This design comes from an exercise in tuning for small area, a short achievable clock period and few clock cycles per item on the open sky130 flow, not from production work. Only simulation tests tie the RTL to the original design; equivalence was not proved. Power is estimated from default activity; no workload was simulated.

[flow/design.v]
`default_nettype none
package ipwm_pkg;
    localparam int NUM_PROBES    = 8;
    localparam int MAX_PROBE_LEN = 32;
    localparam int PSEL_W  = 3;
    localparam int POFF_W  = 5;
    localparam int LEN_W   = 6;
    localparam int PADDR_W = PSEL_W + POFF_W;
    localparam int CFG_IDX_W  = 1;
    localparam int CFG_DATA_W = 7;
    localparam logic [CFG_IDX_W-1:0] CFG_THRESHOLD = 1'd0;
    localparam logic [CFG_IDX_W-1:0] CFG_NFILTER   = 1'd1;
    typedef enum logic [1:0] {
        OP_LOAD   = 2'd0,
        OP_GENOME = 2'd1,
        OP_RECORD = 2'd2,
        OP_NONE   = 2'd3
    } op_t;
    typedef enum logic [2:0] {
        ST_IDLE,
        ST_PROBE,
        ST_SCORE,
        ST_DIV,
        ST_EMIT,
        ST_WAIT
    } state_t;
    typedef struct packed {
        logic             clear;
        logic             step;
        logic [POFF_W-1:0] j;
    } score_ctl_t;
    localparam logic [7:0] CH_A = 8'h41;
    localparam logic [7:0] CH_C = 8'h43;
    localparam logic [7:0] CH_G = 8'h47;
    localparam logic [7:0] CH_T = 8'h54;
    localparam logic [7:0] CH_N = 8'h4E;
    function automatic logic [7:0] fold_upper(input logic [7:0] c);
        if (c >= 8'h61 && c <= 8'h7A)
            fold_upper = c - 8'd32;
        else
            fold_upper = c;
    endfunction
    function automatic logic [3:0] base_set(input logic [7:0] c);
        case (c)
            8'h41: base_set = 4'b0001;
            8'h43: base_set = 4'b0010;
            8'h47: base_set = 4'b0100;
            8'h54: base_set = 4'b1000;
            8'h59: base_set = 4'b1010;
            8'h52: base_set = 4'b0101;
            8'h4D: base_set = 4'b0011;
            8'h4B: base_set = 4'b1100;
            8'h53: base_set = 4'b0110;
            8'h57: base_set = 4'b1001;
            8'h48: base_set = 4'b1011;
            8'h42: base_set = 4'b1110;
            8'h56: base_set = 4'b0111;
            8'h44: base_set = 4'b1101;
            default: base_set = 4'b0000;
        endcase
    endfunction
    function automatic logic is_plain(input logic [7:0] c);
        is_plain = c == CH_A || c == CH_C || c == CH_G || c == CH_T;
    endfunction
    function automatic logic pair_score(input logic [7:0] g, input logic [7:0] q);
        logic lg, lq;
        lg = g >= 8'h41 && g <= 8'h5A;
        lq = q >= 8'h41 && q <= 8'h5A;
        if (!lg || !lq)
            pair_score = 1'b0;
        else if (g == q || g == CH_N || q == CH_N)
            pair_score = 1'b1;
        else if (is_plain(g) && (base_set(q) & base_set(g)) != 4'b0)
            pair_score = 1'b1;
        else if (is_plain(q) && (base_set(g) & base_set(q)) != 4'b0)
            pair_score = 1'b1;
        else
            pair_score = 1'b0;
    endfunction
endpackage
`default_nettype wire
`default_nettype none
module ipwm_score
(
    input  wire logic             clk,
    input  wire logic             rst_n,
    input  wire ipwm_pkg::score_ctl_t       ctl,
    input  wire logic [7:0]       gsym,
    input  wire logic [7:0]       psym,
    input  wire logic             div_start,
    input  wire logic [ipwm_pkg::LEN_W-1:0] len,
    output logic                  div_done,
    output logic [6:0]            pct,
    output logic                  any_n,
    output logic                  all_n
);
    logic [ipwm_pkg::LEN_W-1:0]  score_reg, score_next;
    logic              any_n_reg, any_n_next, all_n_reg, all_n_next;
    logic [12:0]       rem_reg, rem_next;
    logic [12:0]       quo_reg, quo_next;
    logic [3:0]        cnt_reg, cnt_next;
    logic              busy_reg, busy_next;
    logic [13:0]       trial;
    always_ff @(posedge clk or negedge rst_n)
    begin
        if (!rst_n)
        begin
            busy_reg <= 1'b0;
            cnt_reg  <= '0;
        end
        else
        begin
            busy_reg <= busy_next;
            cnt_reg  <= cnt_next;
        end
    end
    always_ff @(posedge clk)
    begin
        score_reg <= score_next;
        any_n_reg <= any_n_next;
        all_n_reg <= all_n_next;
        rem_reg   <= rem_next;
        quo_reg   <= quo_next;
    end
    always_comb
    begin
        score_next = score_reg;
        any_n_next = any_n_reg;
        all_n_next = all_n_reg;
        rem_next   = rem_reg;
        quo_next   = quo_reg;
        cnt_next   = cnt_reg;
        busy_next  = busy_reg;
        div_done   = 1'b0;
        trial      = '0;
        if (ctl.clear)
        begin
            score_next = '0;
            any_n_next = 1'b0;
            all_n_next = 1'b1;
        end
        else if (ctl.step)
        begin
            score_next = score_reg + ipwm_pkg::LEN_W'(ipwm_pkg::pair_score(gsym, psym));
            if (gsym == ipwm_pkg::CH_N)
                any_n_next = 1'b1;
            else
                all_n_next = 1'b0;
        end
        if (div_start)
        begin
            quo_next  = ({7'd0, score_reg} << 6) + ({7'd0, score_reg} << 5)
                      + ({7'd0, score_reg} << 2);
            rem_next  = '0;
            cnt_next  = 4'd13;
            busy_next = 1'b1;
        end
        else if (busy_reg)
        begin
            trial = {rem_reg, quo_reg[12]} - {8'd0, len};
            if (!trial[13])
                rem_next = trial[12:0];
            else
                rem_next = {rem_reg[11:0], quo_reg[12]};
            quo_next = {quo_reg[11:0], ~trial[13]};
            cnt_next = cnt_reg - 4'd1;
            if (cnt_reg == 4'd1)
            begin
                busy_next = 1'b0;
                div_done  = 1'b1;
            end
        end
    end
    assign pct   = quo_next[6:0];
    assign any_n = any_n_reg;
    assign all_n = all_n_reg;
endmodule
`default_nettype wire
`default_nettype none
module iupac_probe_window_matcher_core
(
    input  wire logic                  clk,
    input  wire logic                  rst_n,
    input  wire logic                  in_valid,
    output logic                       in_ready,
    input  wire logic [1:0]            in_operation,
    input  wire logic [ipwm_pkg::PSEL_W-1:0]     in_probe_select,
    input  wire logic [ipwm_pkg::POFF_W-1:0]     in_probe_offset,
    input  wire logic                  in_probe_end,
    input  wire logic [7:0]            in_symbol,
    output logic                       out_valid,
    input  wire logic                  out_ready,
    output logic [31:0]                out_hit_position,
    output logic [31:0]                out_hit_distance,
    output logic [2:0]                 out_hit_probe,
    output logic [6:0]                 out_match_percent,
    output logic                       out_last_hit,
    input  wire logic                  cfg_we,
    input  wire logic [ipwm_pkg::CFG_IDX_W-1:0]  cfg_index,
    input  wire logic [ipwm_pkg::CFG_DATA_W-1:0] cfg_data
);
    ipwm_pkg::state_t state_reg, state_next;
    logic [6:0] thr_reg;
    logic [1:0] nf_reg;
    logic [7:0]       pmem [ipwm_pkg::NUM_PROBES*ipwm_pkg::MAX_PROBE_LEN];
    logic [7:0]       prd_reg;
    logic [ipwm_pkg::LEN_W-1:0] plen_reg [ipwm_pkg::NUM_PROBES];
    logic [ipwm_pkg::LEN_W-1:0] longest_reg, longest_next;
    logic [7:0]       win_reg [ipwm_pkg::MAX_PROBE_LEN];
    logic [ipwm_pkg::LEN_W-1:0] fill_reg;
    logic [31:0]      wpos_reg, prev_reg, prev_next;
    logic [ipwm_pkg::PSEL_W-1:0] p_reg, p_next;
    logic [ipwm_pkg::LEN_W-1:0]  j_reg, j_next;
    logic [ipwm_pkg::PSEL_W:0]   pc_reg, pc_next;    
    logic              found_reg, found_next;
    logic [31:0] pos;
    logic        accept, do_shift, do_load, do_rec;
    logic [7:0]  sym_in;
    logic [ipwm_pkg::PADDR_W-1:0] raddr;
    logic [7:0]  gsym;
    ipwm_pkg::score_ctl_t  sctl;
    logic        div_start, div_done, any_n, all_n;
    logic [6:0]  pct;
    logic        ovalid_reg, ovalid_next, olast_reg, olast_next;
    logic [31:0] opos_reg, opos_next, odist_reg, odist_next;
    logic [2:0]  oprobe_reg, oprobe_next;
    logic [6:0]  opct_reg, opct_next;
    logic        is_hit, emit, more;
    logic [ipwm_pkg::LEN_W-1:0] len_cur;
    assign accept = in_valid && in_ready;
    assign sym_in = ipwm_pkg::fold_upper(in_symbol);
    assign in_ready = state_reg == ipwm_pkg::ST_IDLE;
    assign do_load = accept && in_operation == ipwm_pkg::OP_LOAD;
    assign do_shift = accept && in_operation == ipwm_pkg::OP_GENOME;
    assign do_rec = accept && in_operation == ipwm_pkg::OP_RECORD;
    assign pos = wpos_reg - {26'd0, longest_reg} + 32'd1;
    assign len_cur = plen_reg[p_reg];
    always_ff @(posedge clk or negedge rst_n)
    begin
        if (!rst_n)
        begin
            thr_reg <= 7'd100;
            nf_reg  <= 2'd0;
        end
        else if (cfg_we)
        begin
            unique case (cfg_index)
                ipwm_pkg::CFG_THRESHOLD: thr_reg <= cfg_data;
                ipwm_pkg::CFG_NFILTER:   nf_reg  <= cfg_data[1:0];
                default: ;
            endcase
        end
    end
    assign raddr = {p_reg, j_reg[ipwm_pkg::POFF_W-1:0]};
    always_ff @(posedge clk)
    begin
        if (do_load)
            pmem[{in_probe_select, in_probe_offset}] <= sym_in;
        prd_reg <= pmem[raddr];
    end
    always_comb
    begin
        longest_next = '0;
        for (int i = 0; i < ipwm_pkg::NUM_PROBES; i++)
        begin
            if (plen_reg[i] > longest_next)
                longest_next = plen_reg[i];
        end
    end
    always_ff @(posedge clk or negedge rst_n)
    begin
        if (!rst_n)
        begin
            for (int i = 0; i < ipwm_pkg::NUM_PROBES; i++)
                plen_reg[i] <= '0;
            for (int i = 0; i < ipwm_pkg::MAX_PROBE_LEN; i++)
                win_reg[i] <= '0;
            longest_reg <= '0;
            fill_reg    <= '0;
            wpos_reg    <= '0;
            prev_reg    <= '0;
            state_reg   <= ipwm_pkg::ST_IDLE;
            p_reg       <= '0;
            j_reg       <= '0;
            pc_reg      <= '0;
            found_reg   <= 1'b0;
            ovalid_reg  <= 1'b0;
        end
        else
        begin
            state_reg  <= state_next;
            p_reg      <= p_next;
            j_reg      <= j_next;
            pc_reg     <= pc_next;
            found_reg  <= found_next;
            ovalid_reg <= ovalid_next;
            prev_reg   <= prev_next;
            longest_reg <= longest_next;
            if (do_load && in_probe_end)
                plen_reg[in_probe_select] <= {1'b0, in_probe_offset} + ipwm_pkg::LEN_W'(1);
            if (do_rec)
            begin
                for (int i = 0; i < ipwm_pkg::MAX_PROBE_LEN; i++)
                    win_reg[i] <= '0;
                fill_reg <= '0;
                wpos_reg <= '0;
            end
            else if (do_shift)
            begin
                win_reg[0] <= sym_in;
                for (int i = 1; i < ipwm_pkg::MAX_PROBE_LEN; i++)
                    win_reg[i] <= win_reg[i-1];
                if (fill_reg != ipwm_pkg::LEN_W'(ipwm_pkg::MAX_PROBE_LEN))
                    fill_reg <= fill_reg + ipwm_pkg::LEN_W'(1);
                if (wpos_reg != 32'hFFFF_FFFF)
                    wpos_reg <= wpos_reg + 32'd1;
            end
        end
    end
    always_ff @(posedge clk)
    begin
        opos_reg   <= opos_next;
        odist_reg  <= odist_next;
        oprobe_reg <= oprobe_next;
        opct_reg   <= opct_next;
        olast_reg  <= olast_next;
    end
    logic [ipwm_pkg::LEN_W-1:0] widx;
    logic [ipwm_pkg::LEN_W-1:0] jd_reg;
    always_ff @(posedge clk)
        jd_reg <= j_reg;
    assign widx = longest_reg - ipwm_pkg::LEN_W'(1) - jd_reg;
    assign gsym = win_reg[widx[ipwm_pkg::POFF_W-1:0]];
    assign is_hit = pct >= thr_reg;
    always_comb
    begin
        unique case (nf_reg)
            2'd0: emit = !any_n;
            2'd1: emit = !all_n;
            default: emit = 1'b1;
        endcase
    end
    logic later_hit_possible;
    assign later_hit_possible = 1'b0;
    always_comb
    begin
        state_next  = state_reg;
        p_next      = p_reg;
        j_next      = j_reg;
        pc_next     = pc_reg;
        found_next  = found_reg;
        prev_next   = prev_reg;
        ovalid_next = ovalid_reg;
        opos_next   = opos_reg;
        odist_next  = odist_reg;
        oprobe_next = oprobe_reg;
        opct_next   = opct_reg;
        olast_next  = olast_reg;
        sctl.clear  = 1'b0;
        sctl.step   = 1'b0;
        sctl.j      = j_reg[ipwm_pkg::POFF_W-1:0];
        div_start   = 1'b0;
        more        = 1'b0;
        if (do_rec)
            prev_next = '0;
        unique case (state_reg)
            ipwm_pkg::ST_IDLE:
            begin
                if (do_shift)
                begin
                    state_next = ipwm_pkg::ST_WAIT;
                    p_next     = '0;
                    pc_next    = '0;
                    found_next = 1'b0;
                end
                else if (accept)
                begin
                    state_next = ipwm_pkg::ST_WAIT;
                    pc_next    = (ipwm_pkg::PSEL_W+1)'(ipwm_pkg::NUM_PROBES);
                end
            end
            ipwm_pkg::ST_WAIT:
            begin
                if (pc_reg == (ipwm_pkg::PSEL_W+1)'(ipwm_pkg::NUM_PROBES) || longest_reg == '0
                    || fill_reg < longest_reg)
                    state_next = ipwm_pkg::ST_IDLE;
                else
                    state_next = ipwm_pkg::ST_PROBE;
            end
            ipwm_pkg::ST_PROBE:
            begin
                if (pc_reg == (ipwm_pkg::PSEL_W+1)'(ipwm_pkg::NUM_PROBES))
                    state_next = ipwm_pkg::ST_IDLE;
                else if (len_cur == '0)
                begin
                    p_next  = p_reg + ipwm_pkg::PSEL_W'(1);
                    pc_next = pc_reg + (ipwm_pkg::PSEL_W+1)'(1);
                end
                else
                begin
                    sctl.clear = 1'b1;
                    j_next     = '0;
                    state_next = ipwm_pkg::ST_SCORE;
                end
            end
            ipwm_pkg::ST_SCORE:
            begin
                if (j_reg != '0)
                    sctl.step = 1'b1;
                if (j_reg == len_cur)
                begin
                    state_next = ipwm_pkg::ST_DIV;
                    div_start  = 1'b0;
                end
                else
                    j_next = j_reg + ipwm_pkg::LEN_W'(1);
            end
            ipwm_pkg::ST_DIV:
            begin
                if (j_reg != '0)
                begin
                    div_start = 1'b1;
                    j_next    = '0;
                end
                else if (div_done)
                begin
                    p_next  = p_reg + ipwm_pkg::PSEL_W'(1);
                    pc_next = pc_reg + (ipwm_pkg::PSEL_W+1)'(1);
                    state_next = ipwm_pkg::ST_PROBE;
                    if (is_hit)
                    begin
                        prev_next = pos;
                        if (emit)
                        begin
                            if (found_reg)
                            begin
                                ovalid_next = 1'b1;
                                olast_next  = 1'b0;
                                state_next  = ipwm_pkg::ST_EMIT;
                                more        = 1'b1;
                            end
                            found_next  = 1'b1;
                            opos_next   = pos;
                            odist_next  = (prev_reg == '0 || pos < prev_reg) ? 32'd0
                                        : pos - prev_reg;
                            oprobe_next = 3'(p_reg);
                            opct_next   = pct;
                        end
                    end
                end
            end
            ipwm_pkg::ST_EMIT:
            begin
                if (out_ready)
                begin
                    ovalid_next = 1'b0;
                    state_next  = olast_reg ? ipwm_pkg::ST_IDLE : ipwm_pkg::ST_PROBE;
                end
            end
            default: state_next = ipwm_pkg::ST_IDLE;
        endcase
        if (state_reg == ipwm_pkg::ST_PROBE && pc_reg == (ipwm_pkg::PSEL_W+1)'(ipwm_pkg::NUM_PROBES) && found_reg)
        begin
            ovalid_next = 1'b1;
            olast_next  = 1'b1;
            found_next  = 1'b0;
            state_next  = ipwm_pkg::ST_EMIT;
        end
    end
    logic [31:0] spos_reg, sdist_reg;
    logic [2:0]  sprobe_reg;
    logic [6:0]  spct_reg;
    always_ff @(posedge clk)
    begin
        if (more || (state_reg == ipwm_pkg::ST_PROBE && pc_reg == (ipwm_pkg::PSEL_W+1)'(ipwm_pkg::NUM_PROBES)))
        begin
            spos_reg   <= opos_reg;
            sdist_reg  <= odist_reg;
            sprobe_reg <= oprobe_reg;
            spct_reg   <= opct_reg;
        end
    end
    assign out_valid         = ovalid_reg && state_reg == ipwm_pkg::ST_EMIT;
    assign out_hit_position  = spos_reg;
    assign out_hit_distance  = sdist_reg;
    assign out_hit_probe     = sprobe_reg;
    assign out_match_percent = spct_reg;
    assign out_last_hit      = olast_reg && !later_hit_possible;
    ipwm_score u_score (
        .clk       (clk),
        .rst_n     (rst_n),
        .ctl       (sctl),
        .gsym      (gsym),
        .psym      (prd_reg),
        .div_start (div_start),
        .len       (len_cur),
        .div_done  (div_done),
        .pct       (pct),
        .any_n     (any_n),
        .all_n     (all_n)
    );
endmodule
`default_nettype wire
[flow/run.sh]
#!/bin/bash
# synth_recipe.tcl (not shown) runs the flow's synth.tcl, then flattens the netlist and writes it again
# the make line also repeats each setting of config.mk as NAME=value (left out here)
make -C /OpenROAD-flow-scripts/flow DESIGN_CONFIG=/design/flow/config.mk WORK_HOME=/design/flow/orfs CLKGATE_MAP_FILE= SYNTH_SCRIPT=/design/flow/synth_recipe.tcl finish
[flow/constraint.sdc]
create_clock -name core_clock -period 13.0 [get_ports {clk}]
set_input_delay 2.6000 -clock core_clock [delete_from_list [all_inputs] [get_ports {clk}]]
set_output_delay 2.6000 -clock core_clock [all_outputs]
set_load 0.01 [all_outputs]
[flow/config.mk]
export PLATFORM = sky130hd
export DESIGN_NAME = iupac_probe_window_matcher_core
export DESIGN_NICKNAME = iupac_probe_window_matcher_core
export VERILOG_FILES = /design/flow/design.v
export SDC_FILE = /design/flow/constraint.sdc
export NUM_CORES = 4
export LEC_CHECK = 0
export CAP_MARGIN = 20
export CORE_MARGIN = 2
export CORE_UTILIZATION = 40
export PLACE_DENSITY = 0.6
export SLEW_MARGIN = 20
==> metrics.log <==
INFO  metric status = finished clean
INFO  metric finalSetupViolCount = 0
INFO  metric dp.final_hpwl = 165000 um
INFO  metric asyncSetResetFlopFracSynth = 0.155
INFO  metric cts-htree-levels = 5
INFO  metric timing.critical_path.to_type = flop
INFO  metric hold_path.class = flop to flop
INFO  metric track_usage = 0.196
INFO  metric synth.lib_cells_used.distinct = 116
INFO  metric clock_tree.buffer_depth = 4
INFO  metric drt_first_pass_iters = 8
INFO  metric drv_cap = 0
INFO  metric grt_pass1_vias = around 59k
INFO  metric drt_iter0_markers = 6455
INFO  metric std_cell_rows = 192
INFO  metric grt_first_pass_wirelength = approximately 410000 um
INFO  metric yosysWarningCount = 4
INFO  metric setup_tns = 0 ns
INFO  metric critical_path_peak_fanout = 12
INFO  metric drcViolationCount = 0
INFO  metric synth.cell_area = 110000 um2
INFO  metric initial_core_util = 0.403
INFO  metric cts_hold_buffers_added = 0
INFO  metric max-vdd-ir-drop = between 100 and 150 uV
INFO  metric syn-mean-instance-area = 17.9 um2
INFO  metric detailroute.via_count = 58.8k
INFO  metric leakage = 41.7 nW
INFO  metric chipWidth = roughly 530 um
INFO  metric routed_wirelength = approximately 280000 um
INFO  metric routability_congestion = 0.817
INFO  metric drt-vias-per-instance = 5.72
INFO  metric fin_area = 125000 um2
INFO  metric io_pins = 109
INFO  metric clk_tree_root_cell = clkbuf_16
INFO  metric power.density_cell_area = 211 nW/um2
INFO  metric fin_nets = 6606
INFO  metric grt_antenna_before_repair = 8
INFO  metric syn-instance-count = a little over 6k
INFO  metric max_frequency = around 84 MHz
INFO  metric flip_flop_count_of_the_largest_register_after_layout = 2048
INFO  metric filler_cell_count = 23.1k
INFO  metric clkLatencyLatePin = 0.95 ns
INFO  metric critPathLaunchType = flop
INFO  metric largest_net_degree_at_the_start_of_global_routing = between 200 and 300
INFO  metric numCtsBuffers = 295
INFO  metric synth_enable_flop_cells = 2202
INFO  metric areaGrowthSynthToFinish = 13.6%
INFO  metric timing.setup.critical_path_class = flop to flop
INFO  metric clk_pin_slew = about 0.060 ns
INFO  metric min_period = 11.90 ns
INFO  metric dpl-instance-area = 116000 um2
INFO  metric crit_arrival = about 13 ns
INFO  metric final_layout_size_suffix_gt1_frac = 0.210
INFO  metric timing.max_slew.rel_slack = 0.233
INFO  metric power.total = 0.0264 W
INFO  metric total_nets_after_synthesis = around 6.4k
INFO  metric place.port_buffers = 108
INFO  metric tritoncts_clock_tree = done
INFO  metric final-instance-count-excl-fill = 10.3k
INFO  metric yosys_register_bits = around 2.7k
INFO  metric die_area = 280000 um2
INFO  metric layout_worst_path_cycle_share = 0.915
INFO  metric reg2reg_setup_slack = between 1 and 1.5 ns
INFO  metric overflow = 0
INFO  metric skew = 0.0786 ns
INFO  metric finalHoldViolCount = 0
INFO  metric final_core_util = 0.457
INFO  metric clock_sink_count = 2656
INFO  metric worst_pin_slew = 1.14 ns
INFO  metric wl_per_cell = 26.8 um
INFO  metric synth_ff_type = edfxtp_1
INFO  metric worstPathRequired = 13.80 ns
INFO  metric yosysSeqAreaShare = 0.700
INFO  metric critical_path.max_stage_delay = 0.52 ns
INFO  metric fp.coreArea = roughly 270000 um2
INFO  metric finalMaxSlewViolations = 0
INFO  metric chipHeight = 529 um
INFO  metric worst_path_max_delay_cell = or4_1
INFO  metric postRouteAntennaNets = 0
INFO  metric placed_insts = 9766
cell families after synthesis:
logic type	after synthesis	share of synthesized area
xor+xnor	138	0.0110
mux	748	0.145
simple gates	1088	0.0455
fa+ha+maj	188	0.0217
flops	2656	0.700
buf+inv	504	0.0175
compound gates	852	0.0588
report_power, final:
part | internal [W] | switching, W | leakage, nW
logic | 0.00370 | 0.00468 | 11.4
clock network | 0.00468 | 0.00329 | 4.48
registers | 0.00971 | 0.000371 | 25.8
total | 0.0181 | 0.00834 | 41.7
cell type report:
type,count,area (um2),share of cell area
sequential,2656,77300,0.617
multi-input combinational,3014,31400,0.250
timing repair buffer,246,2260,0.0180
antenna,3,7.51,0.0000599
inverter,176,661,0.00527
tap,3686,4610,0.0368
clock buffer,363,7870,0.0628
clock inverter,139,1230,0.00981
cell usage in the layout, fill, tap and decap left out, types with 15 or more instances in the layout:
master / synthesis / layout
clkbuf_8: 3 / 15
or3_1: 18 / 18
nand2_1: 216 / 203
nand2b_1: 36 / 35
buf_4: 0 / 130
nand3_1: 82 / 81
mux4_2: 679 / 679
ha_1: 178 / 178
xor2_1: 51 / 49
a221oi_1: 33 / 33
a22oi_1: 54 / 54
mux2_2: 25 / 25
clkbuf_1: 261 / 49
clkbuf_16: 0 / 299
a211oi_1: 29 / 28
a31o_2: 27 / 27
edfxtp_1: 2202 / 2202
nor2b_1: 35 / 34
dfxtp_1: 42 / 42
xnor2_1: 87 / 86
a21o_1: 32 / 31
nand4_1: 45 / 45
a21oi_1: 130 / 126
bufinv_16: 0 / 20
inv_1: 175 / 175
nor3_1: 64 / 62
clkdlybuf4s50_1: 0 / 102
o21ai_0: 117 / 115
mux2i_1: 40 / 38
clkinv_1: 1 / 49
clkinv_2: 0 / 49
a22o_1: 287 / 287
dfrtp_1: 409 / 402
nor2_1: 467 / 463
nor4_1: 24 / 18
and3_1: 47 / 46
worst max-delay path, delay by kind of cell, from the launching register on:
family | cells | cell delay, ns
and+or+nand+nor | 12 | 1.93
buffers and inverters | 9 | 0.86
DFF | 1 | 0.43
muxes | 4 | 1.27
adders and majority gates | 8 | 2.29
AOI/OAI and AO/OA | 25 | 5.02
what timing repair did:
action,in CTS,in global routing
endpoints found under the setup margin,0,6
resized for setup,0,11
setup buffers,0,10
path summary, 6_finish.rpt:
kind	depth (start not counted)	endpoint	startpoint
min in group asynchronous	1	prev_reg[20]$_DFF_PN0_	rst_n
max in group asynchronous	3	win_reg[9][1]$_DFFE_PN0P_	rst_n
hold / removal	0	sdist_reg[10]$_DFFE_PP_	odist_reg[10]$_SDFFCE_PP0P_
setup reg to reg	58	longest_reg[1]$_DFF_PN0_	plen_reg[0][4]$_DFFE_PN0P_
setup / recovery	58	longest_reg[1]$_DFF_PN0_	plen_reg[0][4]$_DFFE_PN0P_
hold reg to reg	0	sdist_reg[10]$_DFFE_PP_	odist_reg[10]$_SDFFCE_PP0P_
routing by layer:
layer,share of wire,GRT usage,vias to the layer above
met3,0.065,0.0287,414
met5,0,0,-
met1,0.43,0.280,31000
li1,-,-,25300
met2,0.48,0.313,2063
met4,0.024,0.0515,0
per-stage QoR:
step,worst slack (ns),hold WS (ns)
finish,1.10,0.404
global route,-0.0136,0.415
CTS,0.171,0.397
detailed placement,0.217,0.405
global placement,0.205,0.405
floorplan,0.854,0.345
synthesized netlist by cell type, types with 11 or more instances:
cell	n	area share
inv_1	175	0.0060
mux2i_1	40	0.0036
clkbuf_1	261	0.0089
a22o_1	287	0.023
mux4_2	679	0.14
nand2b_1	36	0.0020
o21ai_0	117	0.0053
and2_1	11	0.00062
nor2b_1	35	0.0020
nor2_1	467	0.016
nand4_1	45	0.0026
xor2_1	51	0.0040
edfxtp_1	2202	0.60
dfrtp_1	409	0.093
a22oi_1	54	0.0037
a31o_2	27	0.0021
nor4_1	24	0.0014
a21o_1	32	0.0022
a211oi_1	29	0.0020
or3_1	18	0.0010
and3_1	47	0.0027
o21bai_1	12	0.00082
xnor2_1	87	0.0069
dfxtp_1	42	0.0076
a21oi_1	130	0.0059
mux2_2	25	0.0026
ha_1	178	0.020
buf_1	60	0.0020
a222oi_1	13	0.0012
a221oi_1	33	0.0026
a31oi_1	11	0.00062
nand3_1	82	0.0037
nor3_1	64	0.0029
nand2_1	216	0.0073
Testbench counts, summed over its fixed seeds: cycles 596,731, symbols 2,455.

-- separate check: timing with driven ports --
The flow's constraints put no driver on any port. The routed layout listed below was extracted and timed again, unchanged, in two steps. Step 1 sets driving cells, clkbuf_16 on the clock port and buf_2 on the other inputs (assumed; they add their load-dependent delay and slew). Step 2 moves the port delays by t, midway between the first and last clock arrival at a register: inputs arrive t later, outputs are due t later. That takes back most of the time a late clock gives input paths. Slacks: ideal ports / drivers / drivers and shift; pairs: ideal ports / drivers.
shift t [ns]: 1.002
setup WS [ns]: 1.104 / 1.104 / 1.104
clock arrival spread, ns: 0.099 / 0.100
worst slew at a driven data input, ns: 0.10
pins driven straight from the clock port: 1
After both steps setup and hold are still met in this run. For this run, drivers alone change the setup slack by 0.000 ns; drivers and shift together by 0.000 ns.
